What follows belongs to an exercise in optimizing a design on an open flow for a short achievable clock period and few clock cycles per item; a production flow would make more cautious choices.
In this exercise RTL edits were held to simulation tests only and were not proved equivalent to the original.

==> v30 <==
==> flow/design.v <==
package cpu_isa_pkg;
    typedef logic [31:0] word_t;
    typedef logic [4:0]  reg_addr_t;
    typedef enum logic [3:0] {
        op_add  = 4'h1,
        op_addi = 4'h2,
        op_lw   = 4'h3,
        op_sw   = 4'h4
    } opcode_t;
    localparam word_t WORD_BYTES = 32'd4;
endpackage
`timescale 1ns/10ps
module ks_add #(
    parameter int W = 32
) (
    input  logic [W-1:0] a,
    input  logic [W-1:0] b,
    input  logic         ci,
    output logic [W-1:0] s,
    output logic         co
);
    localparam int L = (W > 16) ? 5 : (W > 8) ? 4 : (W > 4) ? 3 : (W > 2) ? 2 : 1;
    logic [W:0] g [L+1];
    logic [W:0] p [L+1];
    assign g[0] = {a & b, ci};
    assign p[0] = {a ^ b, 1'b0};
    for (genvar k = 0; k < L; k++) begin : g_lvl
        for (genvar i = 0; i <= W; i++) begin : g_bit
            if (i >= (1 << k)) begin : g_op
                assign g[k+1][i] = g[k][i] | (p[k][i] & g[k][i - (1 << k)]);
                assign p[k+1][i] = p[k][i] & p[k][i - (1 << k)];
            end else begin : g_pass
                assign g[k+1][i] = g[k][i];
                assign p[k+1][i] = p[k][i];
            end
        end
    end
    assign s  = p[0][W:1] ^ g[L][W-1:0];
    assign co = g[L][W];
endmodule
module ea_add (
    input  logic [31:0] a,
    input  logic [12:0] imm,
    output logic [31:0] s
);
    logic [12:0] lo;
    logic        c13;
    logic [18:0] hi, inc, dec;
    ks_add #(.W(13)) u_lo (.a(a[12:0]), .b(imm), .ci(1'b0), .s(lo), .co(c13));
    assign hi = a[31:13];
    always_comb begin
        for (int i = 0; i < 19; i++) begin
            inc[i] = hi[i] ^ (&(hi | ~((19'd1 << i) - 19'd1)));
            dec[i] = hi[i] ^ ~(|(hi & ((19'd1 << i) - 19'd1)));
        end
    end
    logic [18:0] u0, u1;
    assign u1 = imm[12] ? hi : inc;
    assign u0 = imm[12] ? dec : hi;
    assign s  = {c13 ? u1 : u0, lo};
endmodule
`timescale 1ns/10ps
module cpu_top #(
    parameter cpu_isa_pkg::word_t RESET_PC = 32'h0000_0000,
    parameter int                 NUM_REGS = 32
) (
    input  logic               clk,
    input  logic               rst_n,
    output logic               mem_req,
    output logic               mem_we,
    output cpu_isa_pkg::word_t mem_addr,
    output cpu_isa_pkg::word_t mem_wdata,
    input  cpu_isa_pkg::word_t mem_rdata,
    input  logic               mem_ack
);
    logic        tgt_data;
    logic [29:0] pc;           
    logic        ir_alu;
    logic        ir_addi;
    logic        ir_store;
    logic [12:0] ir_imm;
    logic [4:0]  rd;
    logic [31:0] rd_oh;
    cpu_isa_pkg::word_t opa, opb;
    logic        v1;           
    logic        wbp;          
    cpu_isa_pkg::word_t res;
    cpu_isa_pkg::word_t ea_q;
    logic [15:0] lo_q, hi0_q, hi1_q;
    logic        c16_q, addi_q;
    logic [15:0] lo_s, hi0_s, hi1_s;
    logic        c16_s;
    cpu_isa_pkg::word_t regs [32];
    cpu_isa_pkg::word_t ra, rb, ea;
    logic [31:0] rs1_sel, rs2_sel, stale;
    logic        fetching, fetch_ack, data_ack, load_ack;
    logic        fwd1, fwd2;
    logic [3:0]  op_in;
    assign fetching  = mem_req & !tgt_data;
    assign fetch_ack = fetching & mem_ack;
    assign data_ack  = mem_req & tgt_data & mem_ack;
    assign load_ack  = data_ack & !ir_store;
    assign op_in = mem_rdata[31:28];
    assign stale = rd_oh & {32{wbp}};
    assign fwd1  = wbp & (rd == mem_rdata[4:0]);
    assign fwd2  = wbp & (rd == mem_rdata[9:5]);
    always_comb begin
        ra = {32{fwd1}} & res;
        rb = {32{fwd2}} & res;
        for (int i = 0; i < 32; i++) begin
            rs1_sel[i] = mem_rdata[4:0] == 5'(i) && !stale[i];
            rs2_sel[i] = mem_rdata[9:5] == 5'(i) && !stale[i];
            ra = ra | ({32{rs1_sel[i]}} & regs[i]);
            rb = rb | ({32{rs2_sel[i]}} & regs[i]);
        end
    end
    ea_add u_ea (.a(opa), .imm(ir_imm), .s(ea));
    ks_add #(.W(16)) u_lo  (.a(opa[15:0]),  .b(opb[15:0]),  .ci(1'b0), .s(lo_s),  .co(c16_s));
    ks_add #(.W(16)) u_hi0 (.a(opa[31:16]), .b(opb[31:16]), .ci(1'b0), .s(hi0_s), .co());
    ks_add #(.W(16)) u_hi1 (.a(opa[31:16]), .b(opb[31:16]), .ci(1'b1), .s(hi1_s), .co());
    always_ff @(posedge clk) begin
        ea_q   <= ea;
        lo_q   <= lo_s;
        c16_q  <= c16_s;
        hi0_q  <= hi0_s;
        hi1_q  <= hi1_s;
        addi_q <= ir_addi;
    end
    assign res = addi_q ? ea_q : {c16_q ? hi1_q : hi0_q, lo_q};
    always_ff @(posedge clk or negedge rst_n) begin
        if (!rst_n) begin
            mem_req  <= 1'b0;
            tgt_data <= 1'b0;
            pc       <= RESET_PC[31:2];
            v1       <= 1'b0;
            wbp      <= 1'b0;
        end else begin
            mem_req <= !mem_ack;
            if (fetch_ack) begin
                tgt_data <= op_in == 4'h3 || op_in == 4'h4;
                pc       <= pc + 30'd1;
            end else if (data_ack) begin
                tgt_data <= 1'b0;
            end
            v1  <= fetch_ack;
            wbp <= v1 & ir_alu;
        end
    end
    always_ff @(posedge clk) begin
        mem_addr  <= tgt_data ? ea : {pc, 2'b00};
        mem_we    <= tgt_data & ir_store;
        mem_wdata <= opb;
    end
    always_ff @(posedge clk) begin
        if (fetching) begin
            ir_alu   <= op_in == 4'h1 || op_in == 4'h2;
            ir_addi  <= op_in == 4'h2;
            ir_store <= op_in == 4'h4;
            ir_imm   <= mem_rdata[27:15];
            rd       <= mem_rdata[14:10];
            opa      <= ra;
            opb      <= rb;
            for (int i = 0; i < 32; i++)
                rd_oh[i] <= mem_rdata[14:10] == 5'(i);
        end
    end
    always_ff @(posedge clk or negedge rst_n) begin
        if (!rst_n) begin
            for (int i = 0; i < 32; i++)
                regs[i] <= '0;
        end else begin
            for (int i = 0; i < 32; i++)
                if (rd_oh[i] && load_ack)
                    regs[i] <= mem_rdata;
                else if (stale[i])
                    regs[i] <= res;
        end
    end
endmodule
==> flow/run.sh <==
#!/bin/bash
# synth_recipe.tcl (not shown) runs the flow's synth.tcl, then flattens the netlist and writes it again
# the make line also repeats each setting of config.mk as NAME=value (left out here)
make -C /OpenROAD-flow-scripts/flow DESIGN_CONFIG=/design/flow/config.mk WORK_HOME=/design/flow/orfs CLKGATE_MAP_FILE= SYNTH_SCRIPT=/design/flow/synth_recipe.tcl finish
==> flow/config.mk <==
export PLATFORM = sky130hd
export DESIGN_NAME = cpu_top
export DESIGN_NICKNAME = cpu_top
export VERILOG_FILES = /design/flow/design.v
export SDC_FILE = /design/flow/constraint.sdc
export NUM_CORES = 4
export LEC_CHECK = 0
export ABC_CLOCK_PERIOD_IN_PS = 2000
export CAP_MARGIN = 20
export CORE_MARGIN = 2
export CORE_UTILIZATION = 35
export SETUP_SLACK_MARGIN = 4.5
export SLEW_MARGIN = 20
==> flow/constraint.sdc <==
create_clock -name core_clock -period 7.0 [get_ports {clk}]
set_input_delay 1.4000 -clock core_clock [delete_from_list [all_inputs] [get_ports {clk}]]
set_output_delay 1.4000 -clock core_clock [all_outputs]
set_load 0.01 [all_outputs]
==> v24: changes against v30 <==
==> flow/design.v, changed modules only <==
module ks_add32 (
    input  logic [31:0] a,
    input  logic [31:0] b,
    output logic [31:0] s
);
    logic [31:0] g [6];
    logic [31:0] p [6];
    assign g[0] = a & b;
    assign p[0] = a ^ b;
    for (genvar k = 0; k < 5; k++) begin : g_lvl
        for (genvar i = 0; i < 32; i++) begin : g_bit
            if (i >= (1 << k)) begin : g_op
                assign g[k+1][i] = g[k][i] | (p[k][i] & g[k][i - (1 << k)]);
                assign p[k+1][i] = p[k][i] & p[k][i - (1 << k)];
            end else begin : g_pass
                assign g[k+1][i] = g[k][i];
                assign p[k+1][i] = p[k][i];
            end
        end
    end
    assign s = p[0] ^ {g[5][30:0], 1'b0};
endmodule
module cpu_top #(
    parameter cpu_isa_pkg::word_t RESET_PC = 32'h0000_0000,
    parameter int                 NUM_REGS = 32
) (
    input  logic               clk,
    input  logic               rst_n,
    output logic               mem_req,
    output logic               mem_we,
    output cpu_isa_pkg::word_t mem_addr,
    output cpu_isa_pkg::word_t mem_wdata,
    input  cpu_isa_pkg::word_t mem_rdata,
    input  logic               mem_ack
);
    logic        xf_fetch;
    logic        xf_load;
    logic [29:0] fa;           
    logic        ir_add;
    logic        ir_alu;
    logic        ir_memop;
    logic        ir_store;
    logic [12:0] ir_imm;
    logic [31:0] rd_oh;
    cpu_isa_pkg::word_t opa, opb;
    logic        v1;           
    cpu_isa_pkg::word_t regs [32];
    cpu_isa_pkg::word_t ra, rb, imm_ext, ea, alu, wdata;
    logic [31:0] rs1_sel, rs2_sel, rf_we;
    logic        next_data;
    logic        wb_alu, wb_load;
    logic [3:0]  op_in;
    always_comb begin
        ra = '0;
        rb = '0;
        for (int i = 0; i < 32; i++) begin
            rs1_sel[i] = mem_rdata[4:0] == 5'(i);
            rs2_sel[i] = mem_rdata[9:5] == 5'(i);
            ra = ra | ({32{rs1_sel[i]}} & regs[i]);
            rb = rb | ({32{rs2_sel[i]}} & regs[i]);
        end
    end
    assign imm_ext   = {{19{ir_imm[12]}}, ir_imm};
    ks_add32 u_ea  (.a(opa), .b(imm_ext), .s(ea));
    ks_add32 u_alu (.a(opa), .b(ir_add ? opb : imm_ext), .s(alu));
    assign next_data = xf_fetch & ir_memop;
    assign op_in     = mem_rdata[31:28];
    assign wb_alu  = v1 & ir_alu;
    assign wb_load = mem_req & xf_load & mem_ack;
    assign wdata   = v1 ? alu : mem_rdata;
    assign rf_we   = rd_oh & {32{wb_alu | wb_load}};
    always_ff @(posedge clk or negedge rst_n) begin
        if (!rst_n) begin
            mem_req  <= 1'b0;
            mem_we   <= 1'b0;
            xf_fetch <= 1'b0;
            xf_load  <= 1'b0;
            fa       <= RESET_PC[31:2] - 30'd1;
            v1       <= 1'b0;
        end else begin
            mem_req <= !mem_ack;
            if (!mem_req && !mem_ack) begin
                mem_we   <= next_data & ir_store;
                xf_fetch <= !next_data;
                xf_load  <= next_data & !ir_store;
            end
            if (mem_req && xf_fetch)
                fa <= mem_addr[31:2];
            v1 <= mem_req & xf_fetch & mem_ack;
        end
    end
    always_ff @(posedge clk) begin
        if (!mem_req) begin
            mem_addr  <= next_data ? ea : {fa + 30'd1, 2'b00};
            mem_wdata <= opb;
        end
    end
    always_ff @(posedge clk) begin
        if (mem_req && xf_fetch) begin
            ir_add   <= op_in == 4'h1;
            ir_alu   <= op_in == 4'h1 || op_in == 4'h2;
            ir_memop <= op_in == 4'h3 || op_in == 4'h4;
            ir_store <= op_in == 4'h4;
            ir_imm   <= mem_rdata[27:15];
            opa      <= ra;
            opb      <= rb;
            for (int i = 0; i < 32; i++)
                rd_oh[i] <= mem_rdata[14:10] == 5'(i);
        end
    end
    always_ff @(posedge clk or negedge rst_n) begin
        if (!rst_n) begin
            for (int i = 0; i < 32; i++)
                regs[i] <= '0;
        end else begin
            for (int i = 0; i < 32; i++)
                if (rf_we[i])
                    regs[i] <= wdata;
        end
    end
endmodule
// module ks_add removed
// module ea_add removed
--- a/flow/config.mk
+++ b/flow/config.mk
@@ -10,3 +10,3 @@
 export CORE_MARGIN = 2
-export CORE_UTILIZATION = 35
+export CORE_UTILIZATION = 55
 export SETUP_SLACK_MARGIN = 4.5
==> v6: changes against v30 <==
--- a/flow/design.v
+++ b/flow/design.v
@@ -86,2 +86,3 @@
     logic        wbp;          
+    logic [31:0] stale;        
     cpu_isa_pkg::word_t res;
@@ -94,3 +95,3 @@
     cpu_isa_pkg::word_t ra, rb, ea;
-    logic [31:0] rs1_sel, rs2_sel, stale;
+    logic [31:0] rs1_sel, rs2_sel;
     logic        fetching, fetch_ack, data_ack, load_ack;
@@ -103,3 +104,2 @@
     assign op_in = mem_rdata[31:28];
-    assign stale = rd_oh & {32{wbp}};
     assign fwd1  = wbp & (rd == mem_rdata[4:0]);
@@ -131,3 +131,2 @@
         if (!rst_n) begin
-            mem_req  <= 1'b0;
             tgt_data <= 1'b0;
@@ -136,4 +135,4 @@
             wbp      <= 1'b0;
+            stale    <= '0;
         end else begin
-            mem_req <= !mem_ack;
             if (fetch_ack) begin
@@ -145,4 +144,8 @@
             v1  <= fetch_ack;
-            wbp <= v1 & ir_alu;
+            wbp   <= v1 & ir_alu;
+            stale <= rd_oh & {32{v1 & ir_alu}};
         end
+    end
+    always_ff @(posedge clk) begin
+        mem_req <= rst_n & !mem_ack;
     end
--- a/flow/config.mk
+++ b/flow/config.mk
@@ -10,4 +10,6 @@
 export CORE_MARGIN = 2
-export CORE_UTILIZATION = 35
-export SETUP_SLACK_MARGIN = 4.5
+export CORE_UTILIZATION = 30
+export CTS_CLUSTER_DIAMETER = 80
+export CTS_CLUSTER_SIZE = 40
+export SETUP_SLACK_MARGIN = 4.3
 export SLEW_MARGIN = 20
==> summary.txt <==
outcome=did not finish; Failed at=global routing (5_1_grt); stop err=[ERROR GRT-0232] Routing congestion too high. Check the congestion heatmap in the GUI.; mapped cell area=0.07270 mm2; Die Wd=496.3 um; gr ovfl total=1
-- figures above: v6

==> summary.txt <==
outcome=complete, no violations; final setup fails=0; R2R depth=9; mapped cell area=0.06759 mm2; gr ovfl total=0; Die Wd=443.5 um; initial drt markers=17400; path length in cells of the critical path=9
-- figures above: v30

==> summary.txt <==
stop err=[ERROR GRT-0232] Routing congestion too high. Check the congestion heatmap in the GUI.; mapped cell area=0.05924 mm2; Failed at=global routing (5_1_grt); outcome=did not finish
-- figures above: v24

Testbench counts of v30, summed over its fixed seeds: cycles 52,712, instrs 17,856.
Testbench counts of v24, summed over its fixed seeds: cycles 52,712, instrs 17,856.
Testbench counts of v6, summed over its fixed seeds: cycles 52,712, instrs 17,856.

afterwards: timing with drivers on the ports:
In the flow no input, the clock included, has a driving cell. The finished layout below was timed again as built, in two steps.
Step 1 assumes that a clkbuf_16 drives the clock port and a buf_2 every other input.
Step 2 adds t to the input delays and takes it off the output delays; t is the mean of the earliest and latest rising clock arrival at the registers after step 1. Input paths then give back, and output paths get back, about the clock's delay inside the block.
a / b / c = ideal ports / drivers / drivers and shift; a / b = the first two.
run: v30
t (ns): 0.962
setup WS [ns]: 3.647 / 3.647 / 2.752
hold WS [ns]: 0.357 / 0.357 / 0.357
pins driven straight from the clock port: 1
After both steps setup and hold are still met in v30. The setup slack of v30 moves by 0.000 ns with the drivers and by -0.895 ns with both steps.
